Background: an optimization exercise with open tools, aiming at small area, a short achievable clock period and few clock cycles per item. Do not read the settings as production practice. In this exercise RTL edits were held to simulation tests only and were not proved equivalent to the original.

`flow/config.mk`:
```
export PLATFORM = sky130hd
export DESIGN_NAME = pot_pickup_cv_mixer
export DESIGN_NICKNAME = pot_pickup_cv_mixer
export VERILOG_FILES = /design/flow/design.v
export SDC_FILE = /design/flow/constraint.sdc
export NUM_CORES = 4
export LEC_CHECK = 0
export CAP_MARGIN = 20
export CORE_MARGIN = 2
export CORE_UTILIZATION = 40
export SLEW_MARGIN = 20
```
`flow/constraint.sdc`:
```
create_clock -name core_clock -period 12.0 [get_ports {clk}]
set_input_delay 2.4000 -clock core_clock [delete_from_list [all_inputs] [get_ports {clk}]]
set_output_delay 2.4000 -clock core_clock [all_outputs]
set_load 0.01 [all_outputs]
```
`flow/run.sh`:
```
#!/bin/bash
# synth_recipe.tcl (not shown) runs the flow's synth.tcl, then flattens the netlist and writes it again
# the make line also repeats each setting of config.mk as NAME=value (left out here)
make -C /OpenROAD-flow-scripts/flow DESIGN_CONFIG=/design/flow/config.mk WORK_HOME=/design/flow/orfs CLKGATE_MAP_FILE= SYNTH_SCRIPT=/design/flow/synth_recipe.tcl finish
```
`flow/design.v`:
```
`timescale 1ns / 1ps
package ppcm_pkg;
	localparam int FS_BITS    = 12;
	localparam logic [FS_BITS-1:0] FS_MAX = '1;
	localparam int NUM_KNOBS   = 3;
	localparam int NUM_PRESETS = 32;
	localparam int KIND_W    = 2;
	localparam int PRESET_W  = 5;
	localparam int KNOB_W    = 2;
	localparam int VAL_W     = 8;
	localparam int DEPTH_W   = 7;
	localparam int MODE_W    = 2;
	localparam int CFG_W     = DEPTH_W;
	localparam int CFG_IDX_W = 2;
	localparam int MAX_DEPTH = 100;
	localparam logic [DEPTH_W-1:0] DEPTH_CAP = DEPTH_W'(MAX_DEPTH);
	localparam logic [KIND_W-1:0] KIND_SAMPLE = 2'd0;
	localparam logic [KIND_W-1:0] KIND_LOAD   = 2'd1;
	localparam logic [KIND_W-1:0] KIND_CLEAR  = 2'd2;
	localparam logic [MODE_W-1:0] CV_OFF = 2'd0;
	localparam logic [MODE_W-1:0] CV_UNI = 2'd1;
	localparam logic [MODE_W-1:0] CV_BI  = 2'd2;
	localparam logic [CFG_IDX_W-1:0] REG_CV_MODE   = 2'd0;
	localparam logic [CFG_IDX_W-1:0] REG_CV_TARGET = 2'd1;
	localparam logic [CFG_IDX_W-1:0] REG_CV_DEPTH  = 2'd2;
	function automatic logic [VAL_W-1:0] div_fs(input logic [19:0] m);
		logic [20:0] m1;
		logic [21:0] s;
		m1 = {1'b0, m} + 21'd1;
		s = {1'b0, m1} + {13'd0, m1[20:12]};
		div_fs = s[19:12];
	endfunction
	function automatic logic [VAL_W-1:0] scale_sel(input logic [VAL_W-1:0] q,
			input logic [VAL_W-1:0] lo, input logic [VAL_W-1:0] hi, input logic neg);
		logic [VAL_W-1:0] r;
		if (!neg) begin
			r = lo + q;
		end else if (q != '0) begin
			r = lo;
		end else begin
			r = hi;
		end
		scale_sel = r;
	endfunction
	function automatic logic [VAL_W-1:0] clamp_r(input logic signed [10:0] x,
			input logic [VAL_W-1:0] lo, input logic [VAL_W-1:0] hi);
		logic [VAL_W-1:0] res;
		if (x < $signed({3'b000, lo})) begin
			res = lo;
		end else if (x > $signed({3'b000, hi})) begin
			res = hi;
		end else begin
			res = x[VAL_W-1:0];
		end
		clamp_r = res;
	endfunction
	function automatic logic [19:0] div_step(input logic [19:0] rq, input logic [VAL_W-1:0] dvs);
		logic [VAL_W:0] trial;
		logic [VAL_W:0] diff;
		logic           qbit;
		trial = {rq[19:12], rq[11]};
		diff  = trial - {1'b0, dvs};
		qbit  = !diff[VAL_W];
		div_step = {qbit ? diff[VAL_W-1:0] : trial[VAL_W-1:0], rq[10:0], qbit};
	endfunction
	function automatic logic [18:0] cv_k(input logic [6:0] d);
		logic [18:0] k;
		case (d)
			7'd0: k = 19'd0;
			7'd1: k = 19'd5243;
			7'd2: k = 19'd10486;
			7'd3: k = 19'd15729;
			7'd4: k = 19'd20972;
			7'd5: k = 19'd26215;
			7'd6: k = 19'd31458;
			7'd7: k = 19'd36701;
			7'd8: k = 19'd41944;
			7'd9: k = 19'd47186;
			7'd10: k = 19'd52429;
			7'd11: k = 19'd57672;
			7'd12: k = 19'd62915;
			7'd13: k = 19'd68158;
			7'd14: k = 19'd73401;
			7'd15: k = 19'd78644;
			7'd16: k = 19'd83887;
			7'd17: k = 19'd89129;
			7'd18: k = 19'd94372;
			7'd19: k = 19'd99615;
			7'd20: k = 19'd104858;
			7'd21: k = 19'd110101;
			7'd22: k = 19'd115344;
			7'd23: k = 19'd120587;
			7'd24: k = 19'd125830;
			7'd25: k = 19'd131072;
			7'd26: k = 19'd136315;
			7'd27: k = 19'd141558;
			7'd28: k = 19'd146801;
			7'd29: k = 19'd152044;
			7'd30: k = 19'd157287;
			7'd31: k = 19'd162530;
			7'd32: k = 19'd167773;
			7'd33: k = 19'd173016;
			7'd34: k = 19'd178258;
			7'd35: k = 19'd183501;
			7'd36: k = 19'd188744;
			7'd37: k = 19'd193987;
			7'd38: k = 19'd199230;
			7'd39: k = 19'd204473;
			7'd40: k = 19'd209716;
			7'd41: k = 19'd214959;
			7'd42: k = 19'd220201;
			7'd43: k = 19'd225444;
			7'd44: k = 19'd230687;
			7'd45: k = 19'd235930;
			7'd46: k = 19'd241173;
			7'd47: k = 19'd246416;
			7'd48: k = 19'd251659;
			7'd49: k = 19'd256902;
			7'd50: k = 19'd262144;
			7'd51: k = 19'd267387;
			7'd52: k = 19'd272630;
			7'd53: k = 19'd277873;
			7'd54: k = 19'd283116;
			7'd55: k = 19'd288359;
			7'd56: k = 19'd293602;
			7'd57: k = 19'd298845;
			7'd58: k = 19'd304088;
			7'd59: k = 19'd309330;
			7'd60: k = 19'd314573;
			7'd61: k = 19'd319816;
			7'd62: k = 19'd325059;
			7'd63: k = 19'd330302;
			7'd64: k = 19'd335545;
			7'd65: k = 19'd340788;
			7'd66: k = 19'd346031;
			7'd67: k = 19'd351273;
			7'd68: k = 19'd356516;
			7'd69: k = 19'd361759;
			7'd70: k = 19'd367002;
			7'd71: k = 19'd372245;
			7'd72: k = 19'd377488;
			7'd73: k = 19'd382731;
			7'd74: k = 19'd387974;
			7'd75: k = 19'd393216;
			7'd76: k = 19'd398459;
			7'd77: k = 19'd403702;
			7'd78: k = 19'd408945;
			7'd79: k = 19'd414188;
			7'd80: k = 19'd419431;
			7'd81: k = 19'd424674;
			7'd82: k = 19'd429917;
			7'd83: k = 19'd435160;
			7'd84: k = 19'd440402;
			7'd85: k = 19'd445645;
			7'd86: k = 19'd450888;
			7'd87: k = 19'd456131;
			7'd88: k = 19'd461374;
			7'd89: k = 19'd466617;
			7'd90: k = 19'd471860;
			7'd91: k = 19'd477103;
			7'd92: k = 19'd482345;
			7'd93: k = 19'd487588;
			7'd94: k = 19'd492831;
			7'd95: k = 19'd498074;
			7'd96: k = 19'd503317;
			7'd97: k = 19'd508560;
			7'd98: k = 19'd513803;
			7'd99: k = 19'd519046;
			default: k = 19'd0;
		endcase
		cv_k = k;
	endfunction
	function automatic logic [10:0] cv_h(input logic [6:0] d);
		logic [10:0] h;
		case (d)
			7'd0: h = 11'd0;
			7'd1: h = 11'd20;
			7'd2: h = 11'd40;
			7'd3: h = 11'd61;
			7'd4: h = 11'd81;
			7'd5: h = 11'd102;
			7'd6: h = 11'd122;
			7'd7: h = 11'd143;
			7'd8: h = 11'd163;
			7'd9: h = 11'd184;
			7'd10: h = 11'd204;
			7'd11: h = 11'd225;
			7'd12: h = 11'd245;
			7'd13: h = 11'd266;
			7'd14: h = 11'd286;
			7'd15: h = 11'd307;
			7'd16: h = 11'd327;
			7'd17: h = 11'd348;
			7'd18: h = 11'd368;
			7'd19: h = 11'd389;
			7'd20: h = 11'd409;
			7'd21: h = 11'd429;
			7'd22: h = 11'd450;
			7'd23: h = 11'd470;
			7'd24: h = 11'd491;
			7'd25: h = 11'd511;
			7'd26: h = 11'd532;
			7'd27: h = 11'd552;
			7'd28: h = 11'd573;
			7'd29: h = 11'd593;
			7'd30: h = 11'd614;
			7'd31: h = 11'd634;
			7'd32: h = 11'd655;
			7'd33: h = 11'd675;
			7'd34: h = 11'd696;
			7'd35: h = 11'd716;
			7'd36: h = 11'd737;
			7'd37: h = 11'd757;
			7'd38: h = 11'd778;
			7'd39: h = 11'd798;
			7'd40: h = 11'd819;
			7'd41: h = 11'd839;
			7'd42: h = 11'd859;
			7'd43: h = 11'd880;
			7'd44: h = 11'd900;
			7'd45: h = 11'd921;
			7'd46: h = 11'd941;
			7'd47: h = 11'd962;
			7'd48: h = 11'd982;
			7'd49: h = 11'd1003;
			7'd50: h = 11'd1023;
			7'd51: h = 11'd1044;
			7'd52: h = 11'd1064;
			7'd53: h = 11'd1085;
			7'd54: h = 11'd1105;
			7'd55: h = 11'd1126;
			7'd56: h = 11'd1146;
			7'd57: h = 11'd1167;
			7'd58: h = 11'd1187;
			7'd59: h = 11'd1208;
			7'd60: h = 11'd1228;
			7'd61: h = 11'd1248;
			7'd62: h = 11'd1269;
			7'd63: h = 11'd1289;
			7'd64: h = 11'd1310;
			7'd65: h = 11'd1330;
			7'd66: h = 11'd1351;
			7'd67: h = 11'd1371;
			7'd68: h = 11'd1392;
			7'd69: h = 11'd1412;
			7'd70: h = 11'd1433;
			7'd71: h = 11'd1453;
			7'd72: h = 11'd1474;
			7'd73: h = 11'd1494;
			7'd74: h = 11'd1515;
			7'd75: h = 11'd1535;
			7'd76: h = 11'd1556;
			7'd77: h = 11'd1576;
			7'd78: h = 11'd1597;
			7'd79: h = 11'd1617;
			7'd80: h = 11'd1638;
			7'd81: h = 11'd1658;
			7'd82: h = 11'd1678;
			7'd83: h = 11'd1699;
			7'd84: h = 11'd1719;
			7'd85: h = 11'd1740;
			7'd86: h = 11'd1760;
			7'd87: h = 11'd1781;
			7'd88: h = 11'd1801;
			7'd89: h = 11'd1822;
			7'd90: h = 11'd1842;
			7'd91: h = 11'd1863;
			7'd92: h = 11'd1883;
			7'd93: h = 11'd1904;
			7'd94: h = 11'd1924;
			7'd95: h = 11'd1945;
			7'd96: h = 11'd1965;
			7'd97: h = 11'd1986;
			7'd98: h = 11'd2006;
			7'd99: h = 11'd2027;
			7'd100: h = 11'd2047;
			default: h = 11'd0;
		endcase
		cv_h = h;
	endfunction
endpackage
`timescale 1ns / 1ps
module ppcm_ram (
	input  logic                          clk,
	input  logic                          we,
	input  logic [ppcm_pkg::PRESET_W-1:0] wp,
	input  logic [ppcm_pkg::KNOB_W-1:0]   wk,
	input  logic [ppcm_pkg::VAL_W-1:0]    wd,
	input  logic [ppcm_pkg::PRESET_W-1:0] rp,
	input  logic [ppcm_pkg::KNOB_W-1:0]   rk,
	output logic [ppcm_pkg::VAL_W-1:0]    rdata
);
	logic [ppcm_pkg::NUM_PRESETS-1:0][ppcm_pkg::NUM_KNOBS-1:0][ppcm_pkg::VAL_W-1:0] mem_q;
	always_ff @(posedge clk) begin
		for (int p = 0; p < ppcm_pkg::NUM_PRESETS; p++) begin
			for (int k = 0; k < ppcm_pkg::NUM_KNOBS; k++) begin
				if (we && wp == ppcm_pkg::PRESET_W'(p) && wk == ppcm_pkg::KNOB_W'(k)) begin
					mem_q[p][k] <= wd;
				end
			end
		end
	end
	always_comb begin
		rdata = '0;
		for (int p = 0; p < ppcm_pkg::NUM_PRESETS; p++) begin
			for (int k = 0; k < ppcm_pkg::NUM_KNOBS; k++) begin
				rdata = rdata | (mem_q[p][k]
					& {ppcm_pkg::VAL_W{rp == ppcm_pkg::PRESET_W'(p) && rk == ppcm_pkg::KNOB_W'(k)}});
			end
		end
	end
endmodule
`timescale 1ns / 1ps
module ppcm_lvl_div #(
	parameter int N = 1
) (
	input  logic [19:0]                   rq_i,
	input  logic [ppcm_pkg::VAL_W-1:0]    dvs,
	output logic [19:0]                   rq_o
);
	always_comb begin
		rq_o = rq_i;
		for (int i = 0; i < N; i++) begin
			rq_o = ppcm_pkg::div_step(rq_o, dvs);
		end
	end
endmodule
`timescale 1ns / 1ps
module pot_pickup_cv_mixer (
	input  logic                           clk,
	input  logic                           arst_n,
	input  logic                           in_valid,
	output logic                           in_ready,
	input  logic [ppcm_pkg::KIND_W-1:0]    in_kind,
	input  logic [ppcm_pkg::PRESET_W-1:0]  in_preset,
	input  logic [ppcm_pkg::KNOB_W-1:0]    in_knob,
	input  logic [ppcm_pkg::FS_BITS-1:0]   in_knob_reading,
	input  logic [ppcm_pkg::FS_BITS-1:0]   in_cv_reading,
	input  logic [ppcm_pkg::VAL_W-1:0]     in_range_low,
	input  logic [ppcm_pkg::VAL_W-1:0]     in_range_high,
	input  logic [ppcm_pkg::VAL_W-1:0]     in_load_value,
	output logic                           out_valid,
	input  logic                           out_ready,
	output logic [ppcm_pkg::FS_BITS-1:0]   out_drive_level,
	output logic [ppcm_pkg::VAL_W-1:0]     out_param_value,
	output logic                           out_picked_up,
	input  logic                           cfg_we,
	input  logic [ppcm_pkg::CFG_IDX_W-1:0] cfg_index,
	input  logic [ppcm_pkg::CFG_W-1:0]     cfg_data
);
	localparam int VW = ppcm_pkg::VAL_W;
	localparam int FW = ppcm_pkg::FS_BITS;
	localparam int PW = ppcm_pkg::PRESET_W;
	localparam int KW = ppcm_pkg::KNOB_W;
	localparam int NDIV_E = 2;
	localparam int NDIV_F = 5;
	localparam int NDIV_G = 5;
	logic en;
	logic [ppcm_pkg::MODE_W-1:0]  cv_mode_q;
	logic [KW-1:0]                cv_target_q;
	logic [ppcm_pkg::DEPTH_W-1:0] cv_depth_q;
	always_ff @(posedge clk or negedge arst_n) begin
		if (!arst_n) begin
			cv_mode_q   <= ppcm_pkg::CV_OFF;
			cv_target_q <= '0;
			cv_depth_q  <= '0;
		end else if (cfg_we) begin
			unique case (cfg_index)
				ppcm_pkg::REG_CV_MODE:   cv_mode_q   <= cfg_data[ppcm_pkg::MODE_W-1:0];
				ppcm_pkg::REG_CV_TARGET: cv_target_q <= cfg_data[KW-1:0];
				ppcm_pkg::REG_CV_DEPTH:  cv_depth_q  <= cfg_data;
				default: ;
			endcase
		end
	end
	logic [ppcm_pkg::DEPTH_W-1:0] dsat;
	logic [18:0] cvk_q;
	logic [10:0] cvh_q;
	logic        cvfull_q, cvon_q;
	logic        m_uni_q, m_bi_q;
	always_comb begin
		dsat = (cv_depth_q > ppcm_pkg::DEPTH_CAP) ? ppcm_pkg::DEPTH_CAP : cv_depth_q;
	end
	always_ff @(posedge clk) begin
		cvk_q    <= ppcm_pkg::cv_k(dsat);
		cvh_q    <= ppcm_pkg::cv_h(dsat);
		cvfull_q <= dsat == ppcm_pkg::DEPTH_CAP;
		cvon_q   <= cv_depth_q != '0;
		m_uni_q  <= cv_mode_q == ppcm_pkg::CV_UNI;
		m_bi_q   <= cv_mode_q == ppcm_pkg::CV_BI;
	end
	logic            a_v;
	logic [1:0]      a_kind;
	logic [PW-1:0]   a_preset;
	logic [KW-1:0]   a_knob;
	logic [FW-1:0]   a_rd, a_cvr;
	logic [VW-1:0]   a_lo, a_hi, a_ld;
	assign in_ready = en;
	always_ff @(posedge clk or negedge arst_n) begin
		if (!arst_n) begin
			a_v <= 1'b0;
		end else if (en) begin
			a_v <= in_valid;
		end
	end
	always_ff @(posedge clk) begin
		if (en) begin
			a_kind   <= in_kind;
			a_preset <= in_preset;
			a_knob   <= in_knob;
			a_rd     <= in_knob_reading;
			a_cvr    <= in_cv_reading;
			a_lo     <= in_range_low;
			a_hi     <= in_range_high;
			a_ld     <= in_load_value;
		end
	end
	logic            a_neg;
	logic [VW-1:0]   a_span;
	logic [19:0]     a_mp, a_mh;
	logic [30:0]     a_mc;
	logic [VW-1:0]   a_p8, a_h8;
	always_comb begin
		a_neg  = a_hi < a_lo;
		a_span = a_neg ? a_lo - a_hi : a_hi - a_lo;
		a_mp   = 20'(a_rd) * 20'(a_span);
		a_mh   = 20'(cvh_q) * 20'(a_span);
		a_mc   = 31'(a_cvr) * 31'(cvk_q);
		a_p8   = ppcm_pkg::scale_sel(ppcm_pkg::div_fs(a_mp), a_lo, a_hi, a_neg);
		a_h8   = ppcm_pkg::scale_sel(ppcm_pkg::div_fs(a_mh), a_lo, a_hi, a_neg);
	end
	logic            b_v;
	logic            b_load, b_sample, b_clear, b_k3, b_cvsel, b_neg;
	logic [PW-1:0]   b_preset;
	logic [KW-1:0]   b_knob;
	logic [FW-1:0]   b_rd, b_c;
	logic [VW-1:0]   b_lo, b_hi, b_span, b_p8v, b_h8;
	always_ff @(posedge clk or negedge arst_n) begin
		if (!arst_n) begin
			b_v <= 1'b0;
		end else if (en) begin
			b_v <= a_v;
		end
	end
	always_ff @(posedge clk) begin
		if (en) begin
			b_load   <= a_kind == ppcm_pkg::KIND_LOAD;
			b_sample <= a_kind == ppcm_pkg::KIND_SAMPLE;
			b_clear  <= a_kind == ppcm_pkg::KIND_CLEAR;
			b_k3     <= a_knob == 2'd3;
			b_cvsel  <= (a_knob == cv_target_q) && cvon_q;
			b_neg    <= a_neg;
			b_preset <= a_preset;
			b_knob   <= a_knob;
			b_rd     <= a_rd;
			b_c      <= cvfull_q ? a_cvr : a_mc[30:19];
			b_lo     <= a_lo;
			b_hi     <= a_hi;
			b_span   <= a_span;
			b_p8v    <= (a_kind == ppcm_pkg::KIND_LOAD) ? a_ld : a_p8;
			b_h8     <= a_h8;
		end
	end
	logic [19:0]     b_mc;
	logic [VW-1:0]   b_c8;
	logic [FW:0]     b_uni;
	logic signed [FW+1:0] b_bi;
	logic [FW-1:0]   b_lvl;
	always_comb begin
		b_mc  = 20'(b_c) * 20'(b_span);
		b_c8  = ppcm_pkg::scale_sel(ppcm_pkg::div_fs(b_mc), b_lo, b_hi, b_neg);
		b_uni = {1'b0, b_rd} + {1'b0, b_c};
		b_bi  = $signed({2'b00, b_rd}) + $signed({2'b00, b_c}) - $signed({3'b000, cvh_q});
		if (!b_cvsel) begin
			b_lvl = b_rd;
		end else if (m_uni_q) begin
			b_lvl = b_uni[FW] ? ppcm_pkg::FS_MAX : b_uni[FW-1:0];
		end else if (m_bi_q) begin
			if (b_bi < 0) begin
				b_lvl = '0;
			end else if (b_bi > $signed({2'b00, ppcm_pkg::FS_MAX})) begin
				b_lvl = ppcm_pkg::FS_MAX;
			end else begin
				b_lvl = b_bi[FW-1:0];
			end
		end else begin
			b_lvl = b_rd;
		end
	end
	logic            c_v;
	logic            c_load, c_sample, c_clear, c_k3, c_cvsel, c_neg;
	logic [PW-1:0]   c_preset;
	logic [KW-1:0]   c_knob;
	logic [FW-1:0]   c_lvl;
	logic [VW-1:0]   c_lo, c_hi, c_span, c_p8v, c_h8, c_c8;
	always_ff @(posedge clk or negedge arst_n) begin
		if (!arst_n) begin
			c_v <= 1'b0;
		end else if (en) begin
			c_v <= b_v;
		end
	end
	always_ff @(posedge clk) begin
		if (en) begin
			c_load   <= b_load;
			c_sample <= b_sample;
			c_clear  <= b_clear;
			c_k3     <= b_k3;
			c_cvsel  <= b_cvsel;
			c_neg    <= b_neg;
			c_preset <= b_preset;
			c_knob   <= b_knob;
			c_lvl    <= b_lvl;
			c_lo     <= b_lo;
			c_hi     <= b_hi;
			c_span   <= b_span;
			c_p8v    <= b_p8v;
			c_h8     <= b_h8;
			c_c8     <= b_c8;
		end
	end
	logic signed [10:0] c_dch, c_dchc, c_shi;
	logic [VW-1:0]   c_vcv, c_wd;
	always_comb begin
		c_shi = $signed({3'b000, c_hi});
		c_dch = $signed({3'b000, c_c8}) - $signed({3'b000, c_h8});
		if (c_dch < -c_shi) begin
			c_dchc = -c_shi;
		end else if (c_dch > c_shi) begin
			c_dchc = c_shi;
		end else begin
			c_dchc = c_dch;
		end
		if (m_uni_q) begin
			c_vcv = ppcm_pkg::clamp_r($signed({3'b000, c_p8v}) + $signed({3'b000, c_c8}), c_lo, c_hi);
		end else if (m_bi_q) begin
			c_vcv = ppcm_pkg::clamp_r($signed({3'b000, c_p8v}) + c_dchc, c_lo, c_hi);
		end else begin
			c_vcv = c_p8v;
		end
		c_wd = (c_cvsel && !c_load) ? c_vcv : c_p8v;
	end
	logic            d_v;
	logic            d_load, d_sample, d_clear, d_k3, d_cvsel, d_neg, d_map;
	logic [PW-1:0]   d_preset;
	logic [KW-1:0]   d_knob;
	logic [FW-1:0]   d_lvl;
	logic [VW-1:0]   d_lo, d_span, d_p8v, d_wd;
	always_ff @(posedge clk or negedge arst_n) begin
		if (!arst_n) begin
			d_v <= 1'b0;
		end else if (en) begin
			d_v <= c_v;
		end
	end
	always_ff @(posedge clk) begin
		if (en) begin
			d_load   <= c_load;
			d_sample <= c_sample;
			d_clear  <= c_clear;
			d_k3     <= c_k3;
			d_cvsel  <= c_cvsel;
			d_neg    <= c_neg;
			d_map    <= c_span != '0;
			d_preset <= c_preset;
			d_knob   <= c_knob;
			d_lvl    <= c_lvl;
			d_lo     <= c_lo;
			d_span   <= c_span;
			d_p8v    <= c_p8v;
			d_wd     <= c_wd;
		end
	end
	logic [VW-1:0]   d_srd;
	logic            d_fwd;
	logic            e_v;
	logic            e_load, e_sample, e_clear, e_k3, e_cvsel, e_neg, e_map, e_fwd;
	logic [PW-1:0]   e_preset;
	logic [KW-1:0]   e_knob;
	logic [FW-1:0]   e_lvl;
	logic [VW-1:0]   e_lo, e_span, e_p8v, e_wd, e_srd;
	logic            w_we, l_we;
	logic [VW-1:0]   l_wd;
	logic [ppcm_pkg::NUM_KNOBS-1:0] flags_q;
	ppcm_ram u_ram (
		.clk   (clk),
		.we    (w_we && en),
		.wp    (e_preset),
		.wk    (e_knob),
		.wd    (e_wd),
		.rp    (d_preset),
		.rk    (d_knob),
		.rdata (d_srd)
	);
	always_comb begin
		d_fwd = e_v && (e_preset == d_preset) && (e_knob == d_knob);
	end
	always_ff @(posedge clk or negedge arst_n) begin
		if (!arst_n) begin
			e_v <= 1'b0;
		end else if (en) begin
			e_v <= d_v;
		end
	end
	always_ff @(posedge clk) begin
		if (en) begin
			e_load   <= d_load;
			e_sample <= d_sample;
			e_clear  <= d_clear;
			e_k3     <= d_k3;
			e_cvsel  <= d_cvsel;
			e_neg    <= d_neg;
			e_map    <= d_map;
			e_fwd    <= d_fwd;
			e_preset <= d_preset;
			e_knob   <= d_knob;
			e_lvl    <= d_lvl;
			e_lo     <= d_lo;
			e_span   <= d_span;
			e_p8v    <= d_p8v;
			e_wd     <= d_wd;
			e_srd    <= d_srd;
			l_we     <= w_we;
			l_wd     <= e_wd;
		end
	end
	logic [VW-1:0]   e_s;
	logic            e_hit, e_fk, e_usea, e_zero, e_sat, e_useq, e_pu;
	logic [VW:0]     e_num;
	logic [VW-1:0]   e_nmag, e_val;
	logic [FW-1:0]   e_lvlx;
	logic [19:0]     e_rq0, e_rq;
	always_comb begin
		e_s    = (e_fwd && l_we) ? l_wd : e_srd;
		e_hit  = e_p8v == e_s;
		e_fk   = flags_q[e_knob];
		w_we   = e_v && !e_k3 && (e_load || (e_sample && (e_cvsel || e_fk)));
		e_usea = e_cvsel || e_fk || e_hit;
		e_val  = e_k3 ? '0 : (w_we ? e_wd : e_s);
		if (e_k3 || e_clear) begin
			e_pu = 1'b0;
		end else if (e_sample) begin
			e_pu = e_fk || e_hit;
		end else begin
			e_pu = e_fk;
		end
		e_num  = {1'b0, e_s} - {1'b0, e_lo};
		e_nmag = e_num[VW] ? VW'(-e_num) : e_num[VW-1:0];
		e_zero = !e_map || (e_num == '0) || (e_num[VW] != e_neg);
		e_sat  = e_nmag > e_span;
		if (!e_sample || e_k3) begin
			e_lvlx = '0;
		end else if (e_usea) begin
			e_lvlx = e_lvl;
		end else if (e_zero) begin
			e_lvlx = '0;
		end else begin
			e_lvlx = ppcm_pkg::FS_MAX;
		end
		e_useq = e_sample && !e_k3 && !e_usea && !e_zero && !e_sat;
		e_rq0  = {e_nmag - 8'd1, 4'hF, 8'(-e_nmag)};
	end
	ppcm_lvl_div #(.N(NDIV_E)) u_div_e (
		.rq_i (e_rq0),
		.dvs  (e_span),
		.rq_o (e_rq)
	);
	always_ff @(posedge clk or negedge arst_n) begin
		if (!arst_n) begin
			flags_q <= '0;
		end else if (en && e_v) begin
			if (e_clear) begin
				flags_q <= '0;
			end else if (e_sample && !e_k3 && e_hit) begin
				flags_q[e_knob] <= 1'b1;
			end
		end
	end
	logic            f_v, f_useq, f_pu;
	logic [19:0]     f_rq, f_rqn;
	logic [VW-1:0]   f_span, f_val;
	logic [FW-1:0]   f_lvlx;
	always_ff @(posedge clk or negedge arst_n) begin
		if (!arst_n) begin
			f_v <= 1'b0;
		end else if (en) begin
			f_v <= e_v;
		end
	end
	always_ff @(posedge clk) begin
		if (en) begin
			f_useq <= e_useq;
			f_pu   <= e_pu;
			f_rq   <= e_rq;
			f_span <= e_span;
			f_val  <= e_val;
			f_lvlx <= e_lvlx;
		end
	end
	ppcm_lvl_div #(.N(NDIV_F)) u_div_f (
		.rq_i (f_rq),
		.dvs  (f_span),
		.rq_o (f_rqn)
	);
	logic            g_v, g_useq, g_pu;
	logic [19:0]     g_rq, g_rqn;
	logic [VW-1:0]   g_span, g_val;
	logic [FW-1:0]   g_lvlx;
	always_ff @(posedge clk or negedge arst_n) begin
		if (!arst_n) begin
			g_v <= 1'b0;
		end else if (en) begin
			g_v <= f_v;
		end
	end
	always_ff @(posedge clk) begin
		if (en) begin
			g_useq <= f_useq;
			g_pu   <= f_pu;
			g_rq   <= f_rqn;
			g_span <= f_span;
			g_val  <= f_val;
			g_lvlx <= f_lvlx;
		end
	end
	ppcm_lvl_div #(.N(NDIV_G)) u_div_g (
		.rq_i (g_rq),
		.dvs  (g_span),
		.rq_o (g_rqn)
	);
	logic [FW+VW:0]  g_res;
	always_comb begin
		g_res = {g_useq ? g_rqn[FW-1:0] : g_lvlx, g_val, g_pu};
	end
	logic            o_v, sk_v;
	logic [FW+VW:0]  o_d, sk_d;
	logic            push, o_free;
	always_comb begin
		en     = !sk_v;
		push   = en && g_v;
		o_free = !o_v || out_ready;
	end
	always_ff @(posedge clk or negedge arst_n) begin
		if (!arst_n) begin
			o_v  <= 1'b0;
			sk_v <= 1'b0;
		end else if (o_free) begin
			o_v  <= sk_v || push;
			sk_v <= 1'b0;
		end else if (push) begin
			sk_v <= 1'b1;
		end
	end
	always_ff @(posedge clk) begin
		if (o_free) begin
			if (sk_v) begin
				o_d <= sk_d;
			end else if (push) begin
				o_d <= g_res;
			end
		end else if (push) begin
			sk_d <= g_res;
		end
	end
	assign out_valid       = o_v;
	assign out_drive_level = o_d[FW+VW:VW+1];
	assign out_param_value = o_d[VW:1];
	assign out_picked_up   = o_d[0];
endmodule
```
==> results of run 1 <==
## cell usage after synthesis, types with 13 or more instances
cell type,n
o211ai_1,38
nor4_1,29
o21ai_0,220
ha_1,483
o21bai_1,36
or3_1,16
edfxtp_1,1249
xor2_1,72
inv_1,613
or2_2,17
a211oi_1,38
a21oi_1,286
nor3b_1,14
nand3b_1,13
and3_1,17
o21a_1,46
dfxtp_1,33
o31ai_1,20
mux2_2,74
nand3_1,115
nand4_1,87
nor2_1,432
a221oi_1,55
mux2i_1,84
a31oi_1,28
o221ai_1,14
fa_1,375
nand2_1,615
a22o_1,50
nor3_1,69
a22oi_1,297
and2_1,213
buf_1,30
clkbuf_1,188
dfrtp_1,23
xnor2_1,170
o311ai_0,16
a21o_1,93
nand2b_1,45
a21boi_0,16
nor2b_1,73
o22ai_1,24
## cells in the final DEF (no fill, tap or decap), types with 32 or more instances in the layout
master / netlist / layout
edfxtp_1: 1249 / 1249
nand2_1: 615 / 615
inv_1: 613 / 609
ha_1: 483 / 483
fa_1: 375 / 375
nor2_1: 432 / 363
a22oi_1: 297 / 297
a21oi_1: 286 / 282
o21ai_0: 220 / 220
and2_1: 213 / 213
buf_4: 0 / 203
xnor2_1: 170 / 163
clkbuf_16: 0 / 142
nand3_1: 115 / 115
a21o_1: 93 / 93
clkdlybuf4s50_1: 0 / 92
nand4_1: 87 / 87
mux2i_1: 84 / 83
mux2_2: 74 / 74
nor2b_1: 73 / 73
nor3_1: 69 / 68
xor2_1: 72 / 67
nor2_2: 2 / 65
a221oi_1: 55 / 55
a22o_1: 50 / 50
o21a_1: 46 / 46
nand2b_1: 45 / 43
a211oi_1: 38 / 38
o211ai_1: 38 / 38
o21bai_1: 36 / 36
clkinv_1: 8 / 35
dfxtp_1: 33 / 33
clkbuf_1: 188 / 32
## what timing repair did
item                                    CTS  global route
endpoints found under the setup margin    8            19
resized for setup                         3            27
buffers inserted                          2             8
pin swaps                                 0             4
gates cloned                              0             0
## routing by layer
| metal | wire (µm) | vias up | global-route usage |
|---|---|---|---|
| met5 | 12 | - | 0 |
| li1 | - | 24350 | - |
| met2 | 122200 | 2885 | 0.4289 |
| met4 | 16180 | 2 | 0.1377 |
| met1 | 100900 | 27970 | 0.3398 |
| met3 | 25220 | 616 | 0.05525 |
## sequential cells by signal, summed over array words and instances, names as in the netlist, 11 cells and up
name / count
u_ram.mem_q: 768
o_d: 21
sk_d: 21
g_rq: 20
cvk_q: 18
f_rq: 18
a_cvr: 12
a_rd: 12
b_c: 12
b_rd: 12
c_lvl: 12
d_lvl: 12
e_lvl: 12
f_lvlx: 12
g_lvlx: 12
cvh_q: 11
## metrics by stage
stage	utilization	TNS (ns)	std cells
6_report	0.4531	0	9465
2_1_floorplan	-	0	6597
5_1_grt	0.4531	-0.004559	9460
4_1_cts	0.4517	0	9449
3_3_place_gp	0.4277	-1.999	9190
3_5_place_dp	0.4278	-2.226	9190
## worst max-delay path: cells and delay by family (launching register included)
family                   cells  cell delay, ns
AND/OR/NAND/NOR              5            0.67
XOR/XNOR                     4            1.07
flip-flops                   1            0.46
multiplexers                 2            0.57
adder cells (fa/ha/maj)      9            3.39
buffers and inverters        5            0.68
AO/OA/AOI/OAI               23            3.95
## path summary, 6_finish.rpt
kind,startpoint,endpoint,slack [ns],depth (start not counted)
worst min-delay path,c_clear,d_clear,0.38,0
max in group asynchronous,arst_n,cv_depth_q[4],9.58,1
worst min register to register,c_clear,d_clear,0.38,0
min in group asynchronous,arst_n,f_v,1.72,1
worst max register to register,a_hi[0],b_h8[7],0.93,48
worst max-delay path,a_hi[0],b_h8[7],0.93,48
## cell families (layout without fill, tap and decap cells)
kind of cell / Yosys count / count (layout) / share of synthesized area
flip-flops: 1305 / 1305 / 0.5009
adder cells (fa/ha/maj): 859 / 859 / 0.1753
multiplexers: 160 / 160 / 0.02223
buffers and inverters: 845 / 1181 / 0.04114
AO/OA/AOI/OAI: 1396 / 1396 / 0.1234
XOR/XNOR: 245 / 245 / 0.02803
AND/OR/NAND/NOR: 1787 / 1787 / 0.1090
other: 0 / 6 / 0
## final cells by class
class | instances | area (µm²) | area share
flip-flops and latches | 1305 | 38740 | 0.4445
multi-input cells | 4447 | 35830 | 0.4110
clock buffers | 175 | 3687 | 0.04230
well taps | 2526 | 3161 | 0.03626
repair buffers | 301 | 2506 | 0.02875
inverters | 623 | 2360 | 0.02707
clock inverters | 82 | 868.3 | 0.009961
diodes | 6 | 15.01 | 0.0001722
==> flow_summary.json, run 1 <==
{
  "fmaxAchievable_mhz": 90.30,
  "hold_violations": 0,
  "period_needed_ns": 11.07,
  "worst_slack_ns": 0.9257,
  "htreeDepth": 4,
  "clock_latency_ns": 0.79,
  "wl_um": 264500,
  "yosys_warnings": 4,
  "synth_nets": 7526,
  "hold_ws_ns": 0.3799,
  "worst_path_most_repeated_cell": "a21oi_1",
  "cpPeakStageDelay_ns": 0.55,
  "holdBufCountCts": 0,
  "antenna_found_initial": 8,
  "grt_max_degree": 98,
  "setup_viol": 0,
  "wire_per_inst_um": 27.95,
  "cts-buffers-inserted": 141,
  "maxSlewViolCount": 0,
  "chipHeight_um": 443.7,
  "fin_crit_sh": 0.9229,
  "cts-root-buf": "clkbuf_16",
  "drive_gt1_frac": 0.08928,
  "place_ws_ns": -0.3010,
  "slowest_stage": "fa_1",
  "slew_headroom": 0.1067,
  "skew_ns": 0.04684,
  "clkSinkCount": 1305,
  "drc": 0,
  "die-area_mm2": 0.1969,
  "coreArea_mm2": 0.1924,
  "grt_first_pass_wirelength_um": 382700,
  "path_max_fanout": 20,
  "io_buffers": 93,
  "num_rows": 161,
  "fin_nets": 7748,
  "nFillCells": 17550,
  "grtUsageTotal": 0.2666,
  "synth_cells": 6597,
  "synth-seq-cells": 1305,
  "min_path_type": "reg -> reg",
  "path_class": "reg -> reg",
  "cp-start-kind": "flop",
  "die_w_um": 443.7,
  "place_congestion": 1.027,
  "antenna_left": 0,
  "cts_buffer_depth": 3,
  "syn2layout_area_growth_pct": 12.71,
  "num_vias": 55820,
  "grt_pass1_vias": 55090,
  "yosys.area.top_type": "edfxtp_1",
  "overflow": 0,
  "outcome": "complete, no violations",
  "maxCapViolCount": 0,
  "synth_edf_count": 1249,
  "ios": 94,
  "async_flop_share": 0.01762,
  "drt_iter0_markers": 7045,
  "fin_area_mm2": 0.08717,
  "tightest_slew_ns": 1.339,
  "via_per_inst": 5.897,
  "cp-end-kind": "flop",
  "cts_tree": "done",
  "seq_area_frac_synth": 0.5009,
  "syn_area_mm2": 0.07735,
  "placed_cell_area_mm2": 0.08230,
  "cp_data_required_time_ns": 12.51,
  "synth_top_area_frac": 0.4849,
  "synth_area_leaders": "edfxtp_1 (48%), fa_1 (9.7%), ha_1 (7.8%), nand2_1 (3.0%), inv_1 (3.0%)",
  "synth_flop_cell": "edfxtp_1",
  "dp_hpwl_um": 190400,
  "start_util": 0.4021,
  "dr.pass1.iters": 6,
  "clk_pin_slew_ns": 0.06,
  "syn_avg_cell_area_um2": 11.72,
  "arrival_ns": 11.59,
  "ys_types": 91
}
Testbench counts, summed over its fixed seeds: cycles 14,304, items 13,686.
==> run 2: changes to the inputs <==
--- a/flow/design.v
+++ b/flow/design.v
@@ -56,10 +56,26 @@
 	endfunction
-	function automatic logic [19:0] div_step(input logic [19:0] rq, input logic [VAL_W-1:0] dvs);
-		logic [VAL_W:0] trial;
-		logic [VAL_W:0] diff;
-		logic           qbit;
-		trial = {rq[19:12], rq[11]};
-		diff  = trial - {1'b0, dvs};
-		qbit  = !diff[VAL_W];
-		div_step = {qbit ? diff[VAL_W-1:0] : trial[VAL_W-1:0], rq[10:0], qbit};
+	function automatic logic [19:0] div_step4(input logic [19:0] rq, input logic [VAL_W-1:0] dvs,
+			input logic [VAL_W+1:0] d3);
+		logic [VAL_W+1:0] t;
+		logic [VAL_W+2:0] s1, s2, s3;
+		logic [VAL_W-1:0] r;
+		logic [1:0]       q;
+		t  = rq[19:10];
+		s1 = {1'b0, t} - {3'b000, dvs};
+		s2 = {1'b0, t} - {2'b00, dvs, 1'b0};
+		s3 = {1'b0, t} - {1'b0, d3};
+		if (!s3[VAL_W+2]) begin
+			q = 2'd3;
+			r = s3[VAL_W-1:0];
+		end else if (!s2[VAL_W+2]) begin
+			q = 2'd2;
+			r = s2[VAL_W-1:0];
+		end else if (!s1[VAL_W+2]) begin
+			q = 2'd1;
+			r = s1[VAL_W-1:0];
+		end else begin
+			q = 2'd0;
+			r = t[VAL_W-1:0];
+		end
+		div_step4 = {r, rq[9:0], q};
 	endfunction
@@ -318,2 +334,3 @@
 	input  logic [ppcm_pkg::VAL_W-1:0]    dvs,
+	input  logic [ppcm_pkg::VAL_W+1:0]    d3,
 	output logic [19:0]                   rq_o
@@ -323,3 +340,3 @@
 		for (int i = 0; i < N; i++) begin
-			rq_o = ppcm_pkg::div_step(rq_o, dvs);
+			rq_o = ppcm_pkg::div_step4(rq_o, dvs, d3);
 		end
@@ -354,5 +371,5 @@
 	localparam int KW = ppcm_pkg::KNOB_W;
-	localparam int NDIV_E = 2;
-	localparam int NDIV_F = 5;
-	localparam int NDIV_G = 5;
+	localparam int NDIV_G = 2;
+	localparam int NDIV_H = 2;
+	localparam int NDIV_O = 2;
 	logic en;
@@ -391,2 +408,8 @@
 	end
+	logic            in_neg;
+	logic [VW-1:0]   in_span;
+	always_comb begin
+		in_neg  = in_range_high < in_range_low;
+		in_span = in_neg ? in_range_low - in_range_high : in_range_high - in_range_low;
+	end
 	logic            a_v;
@@ -396,3 +419,4 @@
 	logic [FW-1:0]   a_rd, a_cvr;
-	logic [VW-1:0]   a_lo, a_hi, a_ld;
+	logic [VW-1:0]   a_lo, a_hi, a_ld, a_span;
+	logic            a_neg;
 	assign in_ready = en;
@@ -415,17 +439,9 @@
 			a_ld     <= in_load_value;
+			a_span   <= in_span;
+			a_neg    <= in_neg;
 		end
 	end
-	logic            a_neg;
-	logic [VW-1:0]   a_span;
-	logic [19:0]     a_mp, a_mh;
 	logic [30:0]     a_mc;
-	logic [VW-1:0]   a_p8, a_h8;
 	always_comb begin
-		a_neg  = a_hi < a_lo;
-		a_span = a_neg ? a_lo - a_hi : a_hi - a_lo;
-		a_mp   = 20'(a_rd) * 20'(a_span);
-		a_mh   = 20'(cvh_q) * 20'(a_span);
-		a_mc   = 31'(a_cvr) * 31'(cvk_q);
-		a_p8   = ppcm_pkg::scale_sel(ppcm_pkg::div_fs(a_mp), a_lo, a_hi, a_neg);
-		a_h8   = ppcm_pkg::scale_sel(ppcm_pkg::div_fs(a_mh), a_lo, a_hi, a_neg);
+		a_mc = 31'(a_cvr) * 31'(cvk_q);
 	end
@@ -436,3 +452,4 @@
 	logic [FW-1:0]   b_rd, b_c;
-	logic [VW-1:0]   b_lo, b_hi, b_span, b_p8v, b_h8;
+	logic [VW-1:0]   b_lo, b_hi, b_span, b_ld;
+	logic [19:0]     b_mp, b_mh;
 	always_ff @(posedge clk or negedge arst_n) begin
@@ -459,8 +476,8 @@
 			b_span   <= a_span;
-			b_p8v    <= (a_kind == ppcm_pkg::KIND_LOAD) ? a_ld : a_p8;
-			b_h8     <= a_h8;
+			b_ld     <= a_ld;
+			b_mp     <= 20'(a_rd) * 20'(a_span);
+			b_mh     <= 20'(cvh_q) * 20'(a_span);
 		end
 	end
-	logic [19:0]     b_mc;
-	logic [VW-1:0]   b_c8;
+	logic [VW-1:0]   b_qp, b_qh, b_p8;
 	logic [FW:0]     b_uni;
@@ -469,4 +486,5 @@
 	always_comb begin
-		b_mc  = 20'(b_c) * 20'(b_span);
-		b_c8  = ppcm_pkg::scale_sel(ppcm_pkg::div_fs(b_mc), b_lo, b_hi, b_neg);
+		b_qp  = ppcm_pkg::div_fs(b_mp);
+		b_qh  = ppcm_pkg::div_fs(b_mh);
+		b_p8  = ppcm_pkg::scale_sel(b_qp, b_lo, b_hi, b_neg);
 		b_uni = {1'b0, b_rd} + {1'b0, b_c};
@@ -490,3 +508,3 @@
 	logic            c_v;
-	logic            c_load, c_sample, c_clear, c_k3, c_cvsel, c_neg;
+	logic            c_load, c_sample, c_clear, c_k3, c_cvsel, c_neg, c_lt2;
 	logic [PW-1:0]   c_preset;
@@ -494,3 +512,4 @@
 	logic [FW-1:0]   c_lvl;
-	logic [VW-1:0]   c_lo, c_hi, c_span, c_p8v, c_h8, c_c8;
+	logic [VW-1:0]   c_lo, c_hi, c_span, c_p8v, c_qp, c_qh;
+	logic [19:0]     c_mc;
 	always_ff @(posedge clk or negedge arst_n) begin
@@ -510,2 +529,3 @@
 			c_neg    <= b_neg;
+			c_lt2    <= {b_hi, 1'b0} < {1'b0, b_lo};
 			c_preset <= b_preset;
@@ -516,30 +536,35 @@
 			c_span   <= b_span;
-			c_p8v    <= b_p8v;
-			c_h8     <= b_h8;
-			c_c8     <= b_c8;
+			c_p8v    <= b_load ? b_ld : b_p8;
+			c_qp     <= b_qp;
+			c_qh     <= b_qh;
+			c_mc     <= 20'(b_c) * 20'(b_span);
 		end
 	end
-	logic signed [10:0] c_dch, c_dchc, c_shi;
-	logic [VW-1:0]   c_vcv, c_wd;
-	always_comb begin
-		c_shi = $signed({3'b000, c_hi});
-		c_dch = $signed({3'b000, c_c8}) - $signed({3'b000, c_h8});
-		if (c_dch < -c_shi) begin
-			c_dchc = -c_shi;
-		end else if (c_dch > c_shi) begin
-			c_dchc = c_shi;
-		end else begin
-			c_dchc = c_dch;
-		end
+	logic [VW-1:0]   c_qc;
+	logic            c_pz, c_cz, c_hz, c_vlo;
+	logic signed [VW+2:0] c_t;
+	always_comb begin
+		c_qc = ppcm_pkg::div_fs(c_mc);
+		c_pz = c_qp == '0;
+		c_cz = c_qc == '0;
+		c_hz = c_qh == '0;
 		if (m_uni_q) begin
-			c_vcv = ppcm_pkg::clamp_r($signed({3'b000, c_p8v}) + $signed({3'b000, c_c8}), c_lo, c_hi);
+			c_t   = $signed({3'b000, c_qp}) + $signed({3'b000, c_qc}) + $signed({3'b000, c_lo});
+			c_vlo = c_pz && c_cz && c_lt2;
 		end else if (m_bi_q) begin
-			c_vcv = ppcm_pkg::clamp_r($signed({3'b000, c_p8v}) + c_dchc, c_lo, c_hi);
+			c_t   = $signed({3'b000, c_qp}) + $signed({3'b000, c_qc}) - $signed({3'b000, c_qh});
+			if (c_cz == c_hz) begin
+				c_vlo = c_pz;
+			end else if (!c_cz) begin
+				c_vlo = c_pz && c_lt2;
+			end else begin
+				c_vlo = c_pz || (c_hi != '0);
+			end
 		end else begin
-			c_vcv = c_p8v;
+			c_t   = $signed({3'b000, c_qp});
+			c_vlo = !c_pz;
 		end
-		c_wd = (c_cvsel && !c_load) ? c_vcv : c_p8v;
 	end
 	logic            d_v;
-	logic            d_load, d_sample, d_clear, d_k3, d_cvsel, d_neg, d_map;
+	logic            d_load, d_sample, d_clear, d_k3, d_cvsel, d_neg, d_vlo;
 	logic [PW-1:0]   d_preset;
@@ -547,3 +572,4 @@
 	logic [FW-1:0]   d_lvl;
-	logic [VW-1:0]   d_lo, d_span, d_p8v, d_wd;
+	logic [VW-1:0]   d_lo, d_hi, d_span, d_p8v;
+	logic signed [VW+2:0] d_t;
 	always_ff @(posedge clk or negedge arst_n) begin
@@ -563,3 +589,3 @@
 			d_neg    <= c_neg;
-			d_map    <= c_span != '0;
+			d_vlo    <= c_vlo;
 			d_preset <= c_preset;
@@ -568,11 +594,24 @@
 			d_lo     <= c_lo;
+			d_hi     <= c_hi;
 			d_span   <= c_span;
 			d_p8v    <= c_p8v;
-			d_wd     <= c_wd;
+			d_t      <= c_t;
 		end
 	end
-	logic [VW-1:0]   d_srd;
+	logic [VW-1:0]   d_vcv, d_wd, d_srd;
 	logic            d_fwd;
+	always_comb begin
+		if (d_neg) begin
+			d_vcv = d_vlo ? d_lo : d_hi;
+		end else if (d_t < 0) begin
+			d_vcv = d_lo;
+		end else if (d_t > $signed({3'b000, d_span})) begin
+			d_vcv = d_hi;
+		end else begin
+			d_vcv = d_lo + d_t[VW-1:0];
+		end
+		d_wd = (d_cvsel && !d_load) ? d_vcv : d_p8v;
+	end
 	logic            e_v;
-	logic            e_load, e_sample, e_clear, e_k3, e_cvsel, e_neg, e_map, e_fwd;
+	logic            e_load, e_sample, e_clear, e_k3, e_cvsel, e_neg, e_fwd;
 	logic [PW-1:0]   e_preset;
@@ -580,3 +619,3 @@
 	logic [FW-1:0]   e_lvl;
-	logic [VW-1:0]   e_lo, e_span, e_p8v, e_wd, e_srd;
+	logic [VW-1:0]   e_lo, e_hi, e_span, e_p8v, e_wd, e_srd;
 	logic            w_we, l_we;
@@ -612,3 +651,2 @@
 			e_neg    <= d_neg;
-			e_map    <= d_map;
 			e_fwd    <= d_fwd;
@@ -618,2 +656,3 @@
 			e_lo     <= d_lo;
+			e_hi     <= d_hi;
 			e_span   <= d_span;
@@ -626,8 +665,6 @@
 	end
-	logic [VW-1:0]   e_s;
-	logic            e_hit, e_fk, e_usea, e_zero, e_sat, e_useq, e_pu;
-	logic [VW:0]     e_num;
-	logic [VW-1:0]   e_nmag, e_val;
+	logic [VW-1:0]   e_s, e_val, e_rem0;
+	logic            e_hit, e_fk, e_usea, e_zero, e_inr, e_useq, e_pu;
 	logic [FW-1:0]   e_lvlx;
-	logic [19:0]     e_rq0, e_rq;
+	logic [VW+1:0]   e_span3;
 	always_comb begin
@@ -635,3 +672,8 @@
 		e_hit  = e_p8v == e_s;
-		e_fk   = flags_q[e_knob];
+		unique case (e_knob)
+			2'd0:    e_fk = flags_q[0];
+			2'd1:    e_fk = flags_q[1];
+			2'd2:    e_fk = flags_q[2];
+			default: e_fk = 1'b0;
+		endcase
 		w_we   = e_v && !e_k3 && (e_load || (e_sample && (e_cvsel || e_fk)));
@@ -646,6 +688,11 @@
 		end
-		e_num  = {1'b0, e_s} - {1'b0, e_lo};
-		e_nmag = e_num[VW] ? VW'(-e_num) : e_num[VW-1:0];
-		e_zero = !e_map || (e_num == '0) || (e_num[VW] != e_neg);
-		e_sat  = e_nmag > e_span;
+		if (e_neg) begin
+			e_inr  = (e_s >= e_hi) && (e_s < e_lo);
+			e_zero = e_s >= e_lo;
+			e_rem0 = e_lo + ~e_s;
+		end else begin
+			e_inr  = (e_s > e_lo) && (e_s <= e_hi);
+			e_zero = (e_s <= e_lo) || (e_lo == e_hi);
+			e_rem0 = e_s + ~e_lo;
+		end
 		if (!e_sample || e_k3) begin
@@ -659,10 +706,5 @@
 		end
-		e_useq = e_sample && !e_k3 && !e_usea && !e_zero && !e_sat;
-		e_rq0  = {e_nmag - 8'd1, 4'hF, 8'(-e_nmag)};
+		e_useq  = e_sample && !e_k3 && !e_usea && e_inr;
+		e_span3 = {2'b00, e_span} + {1'b0, e_span, 1'b0};
 	end
-	ppcm_lvl_div #(.N(NDIV_E)) u_div_e (
-		.rq_i (e_rq0),
-		.dvs  (e_span),
-		.rq_o (e_rq)
-	);
 	always_ff @(posedge clk or negedge arst_n) begin
@@ -678,6 +720,6 @@
 	end
-	logic            f_v, f_useq, f_pu;
+	logic            f_v, f_pu;
 	logic [19:0]     f_rq, f_rqn;
-	logic [VW-1:0]   f_span, f_val;
-	logic [FW-1:0]   f_lvlx;
+	logic [VW-1:0]   f_dvs, f_val;
+	logic [VW+1:0]   f_d3;
 	always_ff @(posedge clk or negedge arst_n) begin
@@ -691,19 +733,19 @@
 		if (en) begin
-			f_useq <= e_useq;
-			f_pu   <= e_pu;
-			f_rq   <= e_rq;
-			f_span <= e_span;
-			f_val  <= e_val;
-			f_lvlx <= e_lvlx;
+			f_pu  <= e_pu;
+			f_val <= e_val;
+			f_rq  <= e_useq ? {e_rem0, 4'hF, ~e_rem0} : {8'd0, e_lvlx};
+			f_dvs <= e_useq ? e_span : 8'd1;
+			f_d3  <= e_useq ? e_span3 : 10'd3;
 		end
 	end
-	ppcm_lvl_div #(.N(NDIV_F)) u_div_f (
+	ppcm_lvl_div #(.N(NDIV_G)) u_div_g (
 		.rq_i (f_rq),
-		.dvs  (f_span),
+		.dvs  (f_dvs),
+		.d3   (f_d3),
 		.rq_o (f_rqn)
 	);
-	logic            g_v, g_useq, g_pu;
+	logic            g_v, g_pu;
 	logic [19:0]     g_rq, g_rqn;
-	logic [VW-1:0]   g_span, g_val;
-	logic [FW-1:0]   g_lvlx;
+	logic [VW-1:0]   g_dvs, g_val;
+	logic [VW+1:0]   g_d3;
 	always_ff @(posedge clk or negedge arst_n) begin
@@ -717,18 +759,44 @@
 		if (en) begin
-			g_useq <= f_useq;
-			g_pu   <= f_pu;
-			g_rq   <= f_rqn;
-			g_span <= f_span;
-			g_val  <= f_val;
-			g_lvlx <= f_lvlx;
+			g_pu  <= f_pu;
+			g_val <= f_val;
+			g_rq  <= f_rqn;
+			g_dvs <= f_dvs;
+			g_d3  <= f_d3;
 		end
 	end
-	ppcm_lvl_div #(.N(NDIV_G)) u_div_g (
+	ppcm_lvl_div #(.N(NDIV_H)) u_div_h (
 		.rq_i (g_rq),
-		.dvs  (g_span),
+		.dvs  (g_dvs),
+		.d3   (g_d3),
 		.rq_o (g_rqn)
 	);
-	logic [FW+VW:0]  g_res;
+	logic            h_v, h_pu;
+	logic [19:0]     h_rq, h_rqn;
+	logic [VW-1:0]   h_dvs, h_val;
+	logic [VW+1:0]   h_d3;
+	always_ff @(posedge clk or negedge arst_n) begin
+		if (!arst_n) begin
+			h_v <= 1'b0;
+		end else if (en) begin
+			h_v <= g_v;
+		end
+	end
+	always_ff @(posedge clk) begin
+		if (en) begin
+			h_pu  <= g_pu;
+			h_val <= g_val;
+			h_rq  <= g_rqn;
+			h_dvs <= g_dvs;
+			h_d3  <= g_d3;
+		end
+	end
+	ppcm_lvl_div #(.N(NDIV_O)) u_div_o (
+		.rq_i (h_rq),
+		.dvs  (h_dvs),
+		.d3   (h_d3),
+		.rq_o (h_rqn)
+	);
+	logic [FW+VW:0]  h_res;
 	always_comb begin
-		g_res = {g_useq ? g_rqn[FW-1:0] : g_lvlx, g_val, g_pu};
+		h_res = {h_rqn[FW-1:0], h_val, h_pu};
 	end
@@ -739,3 +807,3 @@
 		en     = !sk_v;
-		push   = en && g_v;
+		push   = en && h_v;
 		o_free = !o_v || out_ready;
@@ -758,6 +826,6 @@
 			end else if (push) begin
-				o_d <= g_res;
+				o_d <= h_res;
 			end
 		end else if (push) begin
-			sk_d <= g_res;
+			sk_d <= h_res;
 		end
==> run 2 against run 1 <==
Net effect: global-route usage fell by 1.6 points; core utilization rose by 0.076 points; worst setup slack improved by 4.3 ns; critical path type unchanged; largest cell class unchanged; highest routed layer unchanged.
==> flow_summary.json, run 2 <==
{
  "outcome": "complete, no violations",
  "synth_cells": 6838,
  "drt_iter0_markers": 7068,
  "cp_data_required_time_ns": 12.63,
  "antenna_found_initial": 9,
  "synth.most_common_cell": "edfxtp_1",
  "grt_max_degree": 188,
  "die_w_um": 455.7,
  "worst_slack_ns": 5.222,
  "ff2ff_path_depth": 20,
  "arrival_ns": 7.40,
  "place_ws_ns": 5.317,
  "min_path_type": "reg -> reg",
  "grtUsageTotal": 0.2510,
  "htreeDepth": 4,
  "cp-end-kind": "flop",
  "drive_gt1_frac": 0.08254,
  "dr.pass1.iters": 9,
  "seq_area_frac_synth": 0.5189,
  "clk_pin_slew_ns": 0.06,
  "synth-seq-cells": 1425,
  "slew_headroom": 0.1319,
  "coreArea_mm2": 0.2025,
  "start_util": 0.4029,
  "path_class": "reg -> reg",
  "place_congestion": 0.9982,
  "grt_first_pass_wirelength_um": 383800,
  "skew_ns": 0.08127,
  "multiInputGateArea_mm2": 0.03624,
  "via_per_inst": 5.792,
  "synth_edf_count": 1368,
  "final_common_cell": "edfxtp_1",
  "num_vias": 56960,
  "clkSinkCount": 1425,
  "most-common-layout-cells": "edfxtp_1 (1368), inv_1 (631), nand2_1 (598)",
  "post-cts-setup-buffers": 0,
  "yosys_warnings": 3,
  "num_rows": 165,
  "dp_hpwl_um": 187300,
  "yosys.area.top_type": "edfxtp_1",
  "reg_top3": "u_ram.mem_q x768, o_d x21, sk_d x21",
  "fin_nets": 7988,
  "cts_resized": 0,
  "regArea_mm2": 0.04234,
  "fmaxAchievable_mhz": 147.5,
  "placed_cell_area_mm2": 0.08653,
  "io_buffers": 93,
  "cts-root-buf": "clkbuf_16",
  "fin_crit_sh": 0.5648,
  "synth_area_leaders": "edfxtp_1 (50%), fa_1 (9.3%), ha_1 (7.7%), inv_1 (2.9%), nand2_1 (2.8%)",
  "use_met3": 0.05638,
  "period_needed_ns": 6.778,
  "cts-buffers-inserted": 157,
  "drc": 0,
  "top_usage_layer": "met2",
  "fin_area_mm2": 0.09192,
  "synth_flop_cell": "edfxtp_1",
  "met1_usage": 0.3294,
  "regMostFlops": "u_ram.mem_q",
  "chipHeight_um": 455.7,
  "setup_viol": 0,
  "path_max_fanout": 19,
  "ys_types": 102,
  "cp-start-kind": "flop",
  "syn_area_mm2": 0.08160,
  "cts_tree": "done",
  "ios": 94,
  "grt_util_met2": 0.3981,
  "hold_depth": 0,
  "clock_latency_ns": 0.83,
  "async_flop_share": 0.01684,
  "wl_um": 264800,
  "overflow": 0,
  "cts_buffer_depth": 3,
  "hold_violations": 0,
  "grt_pass1_vias": 56030,
  "rsz0062_at_grt": "no",
  "syn2layout_area_growth_pct": 12.65,
  "maxSlewViolCount": 0,
  "syn_avg_cell_area_um2": 11.93,
  "die-area_mm2": 0.2076,
  "synth_common_cells": "edfxtp_1 (1368), inv_1 (631), nand2_1 (598), nor2_1 (503), ha_1 (499)",
  "wire_per_inst_um": 26.93,
  "holdBufCountCts": 0,
  "antenna_left": 0,
  "synth_top_area_frac": 0.5034,
  "tightest_slew_ns": 1.301,
  "synth_nets": 7788,
  "largest_register_ffs": 768,
  "tns_ns": 0,
  "nFillCells": 18330,
  "maxCapViolCount": 0
}
-- run 2: changes by cell type after synthesis, moves of 19 or more --
| cell | previous run | this run |
|---|---|---|
| mux2_2 | 74 | 55 |
| a221oi_1 | 55 | 80 |
| a22oi_1 | 297 | 274 |
| nor3_1 | 69 | 96 |
| a21oi_1 | 286 | 267 |
| edfxtp_1 | 1249 | 1368 |
| nor2_1 | 432 | 503 |
-- run 2: cell families after synthesis --
logic type | share of synthesized area
buffers and inverters | 0.03987
AO/OA/AOI/OAI | 0.1126
adder cells (fa/ha/maj) | 0.1697
XOR/XNOR | 0.02866
flip-flops | 0.5189
multiplexers | 0.01618
AND/OR/NAND/NOR | 0.1141
-- run 2: area by class of cell --
type,instances,share of cell area
clock buffer,182,0.04432
inverter,634,0.02607
antenna,3,0.00008167
clock inverter,99,0.01352
timing repair buffer,266,0.02484
tap,2672,0.03637
sequential,1425,0.4606
multi-input combinational,4554,0.3942
-- run 2: routing by layer --
layer / up-vias / wire [µm]
met5: - / 66
met4: 10 / 13320
met3: 626 / 26000
met2: 2815 / 120900
met1: 28320 / 104500
li1: 25190 / -
-- run 2: final timing paths --
path / startpoint / endpoint / slack, ns
setup / recovery: a_cvr[11] / b_c[11] / 5.22
hold / removal: c_span[1] / d_span[1] / 0.37
setup reg to reg: a_cvr[11] / b_c[11] / 5.22
hold reg to reg: c_span[1] / d_span[1] / 0.37
max in group asynchronous: arst_n / sk_v / 9.50
min in group asynchronous: arst_n / cv_depth_q[5] / 1.80
-- run 2: worst max-delay path, stage by stage, from the launching register on --
cell	delay [ns]
edfxtp_1	0.77
nand2_1	0.24
fa_1	0.56
fa_1	0.55
inv_1	0.06
fa_1	0.53
inv_1	0.06
fa_1	0.54
inv_1	0.06
fa_1	0.48
ha_1	0.31
o211ai_1	0.09
nor3_1	0.08
a22oi_1	0.54
nor3_1	0.18
o211ai_1	0.35
a21oi_1	0.20
nor2_1	0.20
o221ai_1	0.22
or4_1	0.51
nand3_1	0.09
-- run 2: stage by stage --
stage	hold slack, ns	instances	utilization
after global routing	0.3657	9832	0.4539
after detailed placement	0.4045	9550	0.4272
after global placement	0.4007	9548	0.4270
after CTS	0.3714	9831	0.4535
after floorplan	0.4003	6838	-
final	0.3739	9835	0.4539
Testbench counts of run 2, summed over its fixed seeds: cycles 14,344, items 13,686.

what the ideal ports hide:
The flow's constraints put no driver on any port. The routed layouts listed below were extracted and timed again, unchanged, in two steps.
Step 1 (the two cells are an assumption about what drives the block):
set clk [get_ports {clk}]
set_driving_cell -lib_cell sky130_fd_sc_hd__clkbuf_16 $clk
set_driving_cell -lib_cell sky130_fd_sc_hd__buf_2 [delete_from_list [all_inputs] $clk]
Step 2 moves the port delays by t, midway between the first and last clock arrival at a register: inputs arrive t later, outputs are due t later. That takes back most of the time a late clock gives input paths.
Slacks: ideal ports / drivers / drivers and shift; pairs: ideal ports / drivers.
run | shift t [ns] | slack for setup (ns) | worst hold slack (ns) | worst setup path at the end | pins driven straight from the clock port
run 1 | 0.860 | 0.926 / 0.926 / 0.926 | 0.380 / 0.380 / 0.380 | register to register | 1
run 2 | 0.887 | 5.222 / 5.222 / 5.222 | 0.374 / 0.374 / 0.374 | register to register | 1
After both steps setup and hold are still met in every run listed.
